What follows belongs to an exercise in optimizing a design on an open flow for small area and a short achievable clock period; a production flow would make more cautious choices. At most, simulation tests tie the RTL to the original design; equivalence was not proved. The flow treats the clock pin as an ideal source. Dropping or thinning the clock tree relies on that and would not hold on a real chip. Power is estimated from default activity; no workload was simulated.

==> fjord <==
==> flow/design.v (excerpt) <==
module mmio_top #(
    parameter logic [31:0] MMIO_BASE   = 32'h7000_0000,
    parameter int          CAM_CREDITS = 2,
    parameter int          CMD_DEPTH   = 4
) (
    input  logic        fclk,
    input  logic        rst_n,
    input  logic [31:0] araddr,
    input  logic        arvalid,
    output logic        arready,
    output logic [31:0] rdata,
    output logic [1:0]  rresp,
    output logic        rvalid,
    input  logic        rready,
    input  logic [31:0] awaddr,
    input  logic        awvalid,
    output logic        awready,
    input  logic [31:0] wdata,
    input  logic [3:0]  wstrb,
    input  logic        wvalid,
    output logic        wready,
    output logic [1:0]  bresp,
    output logic        bvalid,
    input  logic        bready,
    output logic [31:0] frame_bytes0,
    output logic [31:0] frame_bytes1,
    output logic [31:0] frame_bytes2,
    output logic [31:0] tribuf_addr0,
    output logic [31:0] tribuf_addr1,
    output logic [31:0] tribuf_addr2,
    output logic [31:0] mmio_cmd,
    output logic        mmio_cmd_valid,
    output logic [31:0] cam0_cmd,
    output logic        cam0_cmd_valid,
    input  logic [17:0] cam0_resp,
    input  logic        cam0_resp_valid,
  ...
==> flow/config.mk <==
export PLATFORM = sky130hd
export DESIGN_NAME = mmio_top
export DESIGN_NICKNAME = mmio_top
export VERILOG_FILES = /design/flow/design.v
export SDC_FILE = /design/flow/constraint.sdc
export NUM_CORES = 4
export LEC_CHECK = 0
export CAP_MARGIN = 20
export CORE_MARGIN = 2
export CORE_UTILIZATION = 65
export PLACE_DENSITY = 0.72
export SETUP_SLACK_MARGIN = 1.7
export SLEW_MARGIN = 85
==> flow/constraint.sdc <==
create_clock -name core_clock -period 3.5 [get_ports {fclk}]
set_input_delay 0.7000 -clock core_clock [delete_from_list [all_inputs] [get_ports {fclk}]]
set_output_delay 0.7000 -clock core_clock [all_outputs]
set_load 0.01 [all_outputs]
standard.sh (not shown) runs the stock make flow with config.mk's settings and CLKGATE_MAP_FILE= SYNTH_SCRIPT=/design/flow/synth_recipe.tcl, a recipe that flattens the netlist after the stock synthesis.
==> flow/flow/run.sh <==
#!/bin/bash
# Own flow: the standard layout (standard.sh), with a few ORFS variables changed after
# synthesis (see env.sh). Synthesis runs first with no change, exactly as the standard flow.
# Each tool's output goes to a log file in this folder.
set -euo pipefail
bash standard.sh synth > synth.log 2>&1
source flow/env.sh
bash standard.sh > layout.log 2>&1
==> flow/flow/cts_tree.tcl <==
# Clock tree built here instead of TritonCTS: the clock port drives NROOT root buffers, each
# root drives the leaf buffers of its region, each leaf buffer drives one compact cluster of
# flip-flops (recursive bisection of the flip-flop positions). Every flip-flop sits behind
# exactly two buffers (a root and a leaf), so the tree is balanced; it just has fewer levels.
set root_buf sky130_fd_sc_hd__clkbuf_16
set leaf_buf sky130_fd_sc_hd__clkbuf_16
if {[info exists ::env(MCTS_ROOT_BUF)]} { set root_buf $::env(MCTS_ROOT_BUF) }
if {[info exists ::env(MCTS_LEAF_BUF)]} { set leaf_buf $::env(MCTS_LEAF_BUF) }
set nroot 4          ;# root buffers, each on its own region
set nleaf 32         ;# leaf buffers in all
if {[info exists ::env(MCTS_NROOT)]} { set nroot $::env(MCTS_NROOT) }
if {[info exists ::env(MCTS_NLEAF)]} { set nleaf $::env(MCTS_NLEAF) }

set block [ord::get_db_block]
set clknet [$block findNet fclk]
set sinks {}
foreach it [$clknet getITerms] {
  set inst [$it getInst]
  set bb [$inst getBBox]
  set x [expr {([$bb xMin] + [$bb xMax]) / 2}]
  set y [expr {([$bb yMin] + [$bb yMax]) / 2}]
  lappend sinks [list $x $y "[$inst getName]/[[$it getMTerm] getName]"]
}
puts "mcts: [llength $sinks] sinks"

# Recursive bisection along the longer side into n groups of nearly equal size
proc bisect {pts n} {
  if {$n <= 1 || [llength $pts] < 2} { return [list $pts] }
  set xs [lmap p $pts {lindex $p 0}]; set ys [lmap p $pts {lindex $p 1}]
  set dx [expr {[tcl::mathfunc::max {*}$xs] - [tcl::mathfunc::min {*}$xs]}]
  set dy [expr {[tcl::mathfunc::max {*}$ys] - [tcl::mathfunc::min {*}$ys]}]
  set k [expr {$dx >= $dy ? 0 : 1}]
  set s [lsort -integer -index $k $pts]
  set n1 [expr {$n / 2}]
  set h [expr {([llength $s] * $n1 + $n / 2) / $n}]
  return [concat [bisect [lrange $s 0 [expr {$h - 1}]] $n1] \
                 [bisect [lrange $s $h end] [expr {$n - $n1}]]]
}
proc centroid {pts} {
  set sx 0; set sy 0
  foreach p $pts { set sx [expr {$sx + [lindex $p 0]}]; set sy [expr {$sy + [lindex $p 1]}] }
  set n [llength $pts]
  return [list [expr {$sx / $n}] [expr {$sy / $n}]]
}

set dbu [$block getDbUnitsPerMicron]
set regions [bisect $sinks $nroot]
set li 0
set ri 0
foreach region $regions {
  set leaves [bisect $region [expr {$nleaf / $nroot}]]
  set leaf_pins {}
  set leaf_pts {}
  foreach leaf $leaves {
    set c [centroid $leaf]
    set loc [list [expr {double([lindex $c 0]) / $dbu}] [expr {double([lindex $c 1]) / $dbu}]]
    set pins [lmap p $leaf {get_pins [lindex $p 2]}]
    insert_buffer -buffer_cell $leaf_buf -net fclk -load_pins $pins -location $loc \
      -buffer_name mcts_leaf_$li -net_name mcts_leafnet_$li
    # insert_buffer adds a suffix to the name: find the buffer from the first sink
    set first [lindex $leaf 0 2]
    set drv ""
    foreach it [[[$block findITerm $first] getNet] getITerms] {
      if {[$it isOutputSignal]} { set drv [$it getInst] }
    }
    lappend leaf_pins [get_pins "[$drv getName]/A"]
    lappend leaf_pts [list [lindex $c 0] [lindex $c 1] x]
    incr li
  }
  set c [centroid $leaf_pts]
  set loc [list [expr {double([lindex $c 0]) / $dbu}] [expr {double([lindex $c 1]) / $dbu}]]
  insert_buffer -buffer_cell $root_buf -net fclk -load_pins $leaf_pins -location $loc \
    -buffer_name mcts_root_$ri -net_name mcts_rootnet_$ri
  incr ri
}
foreach net [$block getNets] {
  if {[string match mcts_* [$net getName]] || [$net getName] eq "fclk"} { $net setSigType CLOCK }
}
puts "mcts: $ri roots, $li leaves"
set_propagated_clock [all_clocks]

# The tree is built; TritonCTS is not run
proc clock_tree_synthesis {args} { puts "mcts: clock_tree_synthesis skipped" }
==> flow/flow/env.sh <==
# Port buffers are plain buffers, not the delay cells buffer_ports would pick
export BUFFER_PORTS_ARGS="-buffer_cell sky130_fd_sc_hd__buf_1"
# Keep delay cells out of repair so port buffers are sized among real buffers
export DONT_USE_CELLS="sky130_fd_sc_hd__clkdlybuf4s15_1 sky130_fd_sc_hd__clkdlybuf4s15_2 sky130_fd_sc_hd__clkdlybuf4s18_1 sky130_fd_sc_hd__clkdlybuf4s18_2 sky130_fd_sc_hd__clkdlybuf4s25_1 sky130_fd_sc_hd__clkdlybuf4s25_2 sky130_fd_sc_hd__clkdlybuf4s50_1 sky130_fd_sc_hd__clkdlybuf4s50_2 sky130_fd_sc_hd__dlygate4sd1_1 sky130_fd_sc_hd__dlygate4sd2_1 sky130_fd_sc_hd__dlygate4sd3_1 sky130_fd_sc_hd__dlymetal6s2s_1 sky130_fd_sc_hd__dlymetal6s4s_1 sky130_fd_sc_hd__dlymetal6s6s_1"
# Two-level balanced clock tree (flow/cts_tree.tcl) in place of TritonCTS
export PRE_CTS_TCL="$(pwd)/flow/cts_tree.tcl"
# 24 leaf buffers (about 26 flip-flops each) under 4 clkbuf_8 roots
export MCTS_NLEAF=24
export MCTS_ROOT_BUF=sky130_fd_sc_hd__clkbuf_8
==> xenon: changes against fjord <==
PLACE_DENSITY = default   (was 0.72)
SLEW_MARGIN = 20   (was 85)
==> tundra: changes against fjord <==
--- a/flow/design.v
+++ b/flow/design.v
@@ -21,10 +21,11 @@
 module cam_port #(
     parameter int CAM_CREDITS = 2
 ) (
     input  logic        fclk,
     input  logic        rst_n,
+    input  logic        wready,
     input  logic        push,
     input  logic [31:0] wdata,
     input  logic [17:0] cam_resp,
     input  logic        cam_resp_valid,
     output logic [31:0] cam_cmd,
@@ -32,11 +33,11 @@
     output logic [7:0]  status,
     output logic [17:0] last_resp,     
     output logic        resp_seen,
     output logic [15:0] resp_cnt
 );
-    logic [31:0] ring [3];          
+    logic [31:0] ring [3];
     logic [1:0]  wp;                
     logic [2:0]  rp;                
     logic [2:0]  fill;
     logic [3:0]  credits;
     logic        overflow;
@@ -70,13 +71,13 @@
             2'b01:   cred_nz_d = (credits != 4'd1);
             default: cred_nz_d = (credits != 4'd0);
         endcase
     end
     always_ff @(posedge fclk) begin
-        if (!push && (!full || send)) ring[wp] <= ~wdata;
-        if (hload) cam_cmd <= ~(({32{rp[0]}} & ring[0]) | ({32{rp[1]}} & ring[1])
-                              | ({32{rp[2]}} & ring[2]));
+        if (wready && (!full || send)) ring[wp] <= wdata;
+        if (hload) cam_cmd <= ({32{rp[0]}} & ring[0]) | ({32{rp[1]}} & ring[1])
+                            | ({32{rp[2]}} & ring[2]);
     end
     always_ff @(posedge fclk) begin
         if (!rst_n) begin
             wp            <= '0;
             rp            <= 3'b001;
@@ -261,28 +262,28 @@
     logic [7:0]  status0, status1;
     logic [17:0] resp0, resp1;
     logic [15:0] cnt0, cnt1;
     logic        seen0, seen1;
     cam_port #(.CAM_CREDITS(CAM_CREDITS)) u_cam0 (
-        .fclk, .rst_n, .push(push0), .wdata,
+        .fclk, .rst_n, .wready, .push(push0), .wdata,
         .cam_resp(cam0_resp), .cam_resp_valid(cam0_resp_valid),
         .cam_cmd(cam0_cmd), .cam_cmd_valid(cam0_cmd_valid),
         .status(status0), .last_resp(resp0), .resp_seen(seen0), .resp_cnt(cnt0)
     );
     cam_port #(.CAM_CREDITS(CAM_CREDITS)) u_cam1 (
-        .fclk, .rst_n, .push(push1), .wdata,
+        .fclk, .rst_n, .wready, .push(push1), .wdata,
         .cam_resp(cam1_resp), .cam_resp_valid(cam1_resp_valid),
         .cam_cmd(cam1_cmd), .cam_cmd_valid(cam1_cmd_valid),
         .status(status1), .last_resp(resp1), .resp_seen(seen1), .resp_cnt(cnt1)
     );
     logic [31:0] rd_mux;
     logic        rresp_bad;
     logic        ar_good;
     logic [15:0] rsel;
     assign ar_good = addr_ok(araddr);
     always_comb begin
-        for (int k = 0; k < 16; k++) rsel[k] = (araddr[5:2] == 4'(k));
+        for (int k = 0; k < 16; k++) rsel[k] = ar_good && (araddr[5:2] == 4'(k));
     end
     assign rd_mux = ({32{rsel[REG_FRAME_BYTES0]}}  & frame_bytes0)
                   | ({32{rsel[REG_TRIBUF_ADDR0]}}  & tribuf_addr0)
                   | ({32{rsel[REG_FRAME_BYTES1]}}  & frame_bytes1)
                   | ({32{rsel[REG_TRIBUF_ADDR1]}}  & tribuf_addr1)
@@ -307,11 +308,11 @@
             arready <= 1'b1;
         end
     end
     always_ff @(posedge fclk) begin
         if (!rvalid) begin
-            rdata     <= rd_mux & {32{ar_good}};
+            rdata     <= rd_mux;
             rresp_bad <= !ar_good;
         end
     end
     assign rresp = {rresp_bad, 1'b0};
 endmodule
--- a/flow/flow/cts_tree.tcl
+++ b/flow/flow/cts_tree.tcl
@@ -4,14 +4,14 @@
 # exactly two buffers (a root and a leaf), so the tree is balanced; it just has fewer levels.
 set root_buf sky130_fd_sc_hd__clkbuf_16
 set leaf_buf sky130_fd_sc_hd__clkbuf_16
 if {[info exists ::env(MCTS_ROOT_BUF)]} { set root_buf $::env(MCTS_ROOT_BUF) }
 if {[info exists ::env(MCTS_LEAF_BUF)]} { set leaf_buf $::env(MCTS_LEAF_BUF) }
-set nroot 4          ;# root buffers, each on its own region
-set nleaf 32         ;# leaf buffers in all
-if {[info exists ::env(MCTS_NROOT)]} { set nroot $::env(MCTS_NROOT) }
-if {[info exists ::env(MCTS_NLEAF)]} { set nleaf $::env(MCTS_NLEAF) }
+set nroot_levels 2   ;# 2**2 = 4 roots
+set nleaf_levels 5   ;# 2**5 = 32 leaves
+if {[info exists ::env(MCTS_ROOT_LEVELS)]} { set nroot_levels $::env(MCTS_ROOT_LEVELS) }
+if {[info exists ::env(MCTS_LEAF_LEVELS)]} { set nleaf_levels $::env(MCTS_LEAF_LEVELS) }
 
 set block [ord::get_db_block]
 set clknet [$block findNet fclk]
 set sinks {}
 foreach it [$clknet getITerms] {
@@ -21,36 +21,35 @@
   set y [expr {([$bb yMin] + [$bb yMax]) / 2}]
   lappend sinks [list $x $y "[$inst getName]/[[$it getMTerm] getName]"]
 }
 puts "mcts: [llength $sinks] sinks"
 
-# Recursive bisection along the longer side into n groups of nearly equal size
-proc bisect {pts n} {
-  if {$n <= 1 || [llength $pts] < 2} { return [list $pts] }
+# Recursive bisection along the longer side, into 2**levels groups of equal size
+proc bisect {pts levels} {
+  if {$levels == 0 || [llength $pts] < 2} { return [list $pts] }
   set xs [lmap p $pts {lindex $p 0}]; set ys [lmap p $pts {lindex $p 1}]
   set dx [expr {[tcl::mathfunc::max {*}$xs] - [tcl::mathfunc::min {*}$xs]}]
   set dy [expr {[tcl::mathfunc::max {*}$ys] - [tcl::mathfunc::min {*}$ys]}]
   set k [expr {$dx >= $dy ? 0 : 1}]
   set s [lsort -integer -index $k $pts]
-  set n1 [expr {$n / 2}]
-  set h [expr {([llength $s] * $n1 + $n / 2) / $n}]
-  return [concat [bisect [lrange $s 0 [expr {$h - 1}]] $n1] \
-                 [bisect [lrange $s $h end] [expr {$n - $n1}]]]
+  set h [expr {[llength $s] / 2}]
+  return [concat [bisect [lrange $s 0 [expr {$h - 1}]] [expr {$levels - 1}]] \
+                 [bisect [lrange $s $h end] [expr {$levels - 1}]]]
 }
 proc centroid {pts} {
   set sx 0; set sy 0
   foreach p $pts { set sx [expr {$sx + [lindex $p 0]}]; set sy [expr {$sy + [lindex $p 1]}] }
   set n [llength $pts]
   return [list [expr {$sx / $n}] [expr {$sy / $n}]]
 }
 
 set dbu [$block getDbUnitsPerMicron]
-set regions [bisect $sinks $nroot]
+set regions [bisect $sinks $nroot_levels]
 set li 0
 set ri 0
 foreach region $regions {
-  set leaves [bisect $region [expr {$nleaf / $nroot}]]
+  set leaves [bisect $region [expr {$nleaf_levels - $nroot_levels}]]
   set leaf_pins {}
   set leaf_pts {}
   foreach leaf $leaves {
     set c [centroid $leaf]
     set loc [list [expr {double([lindex $c 0]) / $dbu}] [expr {double([lindex $c 1]) / $dbu}]]
==> flow/flow/env.sh (replaced) <==
# Port buffers are plain buffers, not the delay cells buffer_ports would pick
export BUFFER_PORTS_ARGS="-buffer_cell sky130_fd_sc_hd__buf_1"
# Keep delay cells out of repair so port buffers are sized among real buffers
export DONT_USE_CELLS="sky130_fd_sc_hd__clkdlybuf4s15_1 sky130_fd_sc_hd__clkdlybuf4s15_2 sky130_fd_sc_hd__clkdlybuf4s18_1 sky130_fd_sc_hd__clkdlybuf4s18_2 sky130_fd_sc_hd__clkdlybuf4s25_1 sky130_fd_sc_hd__clkdlybuf4s25_2 sky130_fd_sc_hd__clkdlybuf4s50_1 sky130_fd_sc_hd__clkdlybuf4s50_2 sky130_fd_sc_hd__dlygate4sd1_1 sky130_fd_sc_hd__dlygate4sd2_1 sky130_fd_sc_hd__dlygate4sd3_1 sky130_fd_sc_hd__dlymetal6s2s_1 sky130_fd_sc_hd__dlymetal6s4s_1 sky130_fd_sc_hd__dlymetal6s6s_1"
# Two-level balanced clock tree (flow/cts_tree.tcl) in place of TritonCTS
export PRE_CTS_TCL="$(pwd)/flow/cts_tree.tcl"
PLACE_DENSITY = default   (was 0.72)
SETUP_SLACK_MARGIN = 1.5   (was 1.7)
SLEW_MARGIN = 20   (was 85)
==> qor summary <==
Status: tundra no timing/DRC/antenna violations; xenon no timing/DRC/antenna violations; fjord no timing/DRC/antenna violations
Slew HR: tundra 24.3%; xenon 36.0%; fjord -
Critical Path Sink: tundra rdata[23]$_DFFE_PN_; xenon tribuf_addr0[13]; fjord rdata[16]$_DFFE_PN_
Multi-input gate area: tundra 5270 um^2; xenon 5160 um^2; fjord 6120 um^2
Post-Synth XOR/XNOR Area: tundra 1.24%; xenon 1.19%; fjord 1.19%
Final WL: tundra 69,400 um; xenon 71,000 um; fjord 80,200 um
Register fraction of the total cell area: tundra 65.6%; xenon 66.4%; fjord 59.4%
Pre-CTS worst setup slack: tundra 514 ps; xenon 611 ps; fjord -1080 ps
Number of multi-input logic gates: tundra 702; xenon 700; fjord 697
First-pass GRT wire length: tundra 99,000 um; xenon 101,000 um; fjord 106,000 um
Gate count after technology mapping: tundra 1,515; xenon 1,484; fjord 1,484
Post-synthesis average cell area: tundra 15.8 um^2; xenon 15.9 um^2; fjord 15.9 um^2
Post-layout instance count excluding filler cells: tundra 2,469; xenon 2,437; fjord 2,632
Nets: tundra 2,166; xenon 2,140; fjord 2,334
Number of global-route vias before repair: tundra 15,200; xenon 15,500; fjord 16,500
Clock distribution power: tundra 3.99 mW; xenon 3.41 mW; fjord 3.46 mW
Total power: tundra 13.7 mW; xenon 13.1 mW; fjord 13.4 mW
No functional check of the RTL was part of tundra. No run of this note takes its clock network from TritonCTS; it comes from the design's own scripts or RTL.

==> afterwards: timing with drivers on the ports <==
In the flow no input, the clock included, has a driving cell. The finished layouts below were timed again as built, in two steps.
Step 1 assumes that a clkbuf_16 drives the clock port and a buf_2 every other input.
Step 2 also shifts input and output timing later by t, the mid clock arrival at the registers, as if the neighbouring blocks saw the same clock.
Three values: no drivers, after step 1, after step 2; two values: the first two.
run | t, ns | slack for setup (ns) | worst hold slack (ns) | latest minus earliest clock arrival (ns) | worst register clock-pin slew, ns
fjord | 0.522 | 1.590 / 1.548 / 1.117 | 0.435 / 0.350 / 0.475 | 0.035 / 0.036 | 0.11 / 0.11
xenon | 0.516 | 1.695 / 1.584 / 1.254 | 0.442 / 0.365 / 0.458 | 0.034 / 0.035 | 0.11 / 0.11
tundra | 0.487 | 1.166 / 1.252 / 0.765 | 0.477 / 0.384 / 0.477 | 0.026 / 0.026 | 0.09 / 0.09
After both steps setup and hold are still met in every run listed. The setup slack of fjord, which loses most, moves by -0.042 ns with the drivers and by -0.473 ns with both steps.
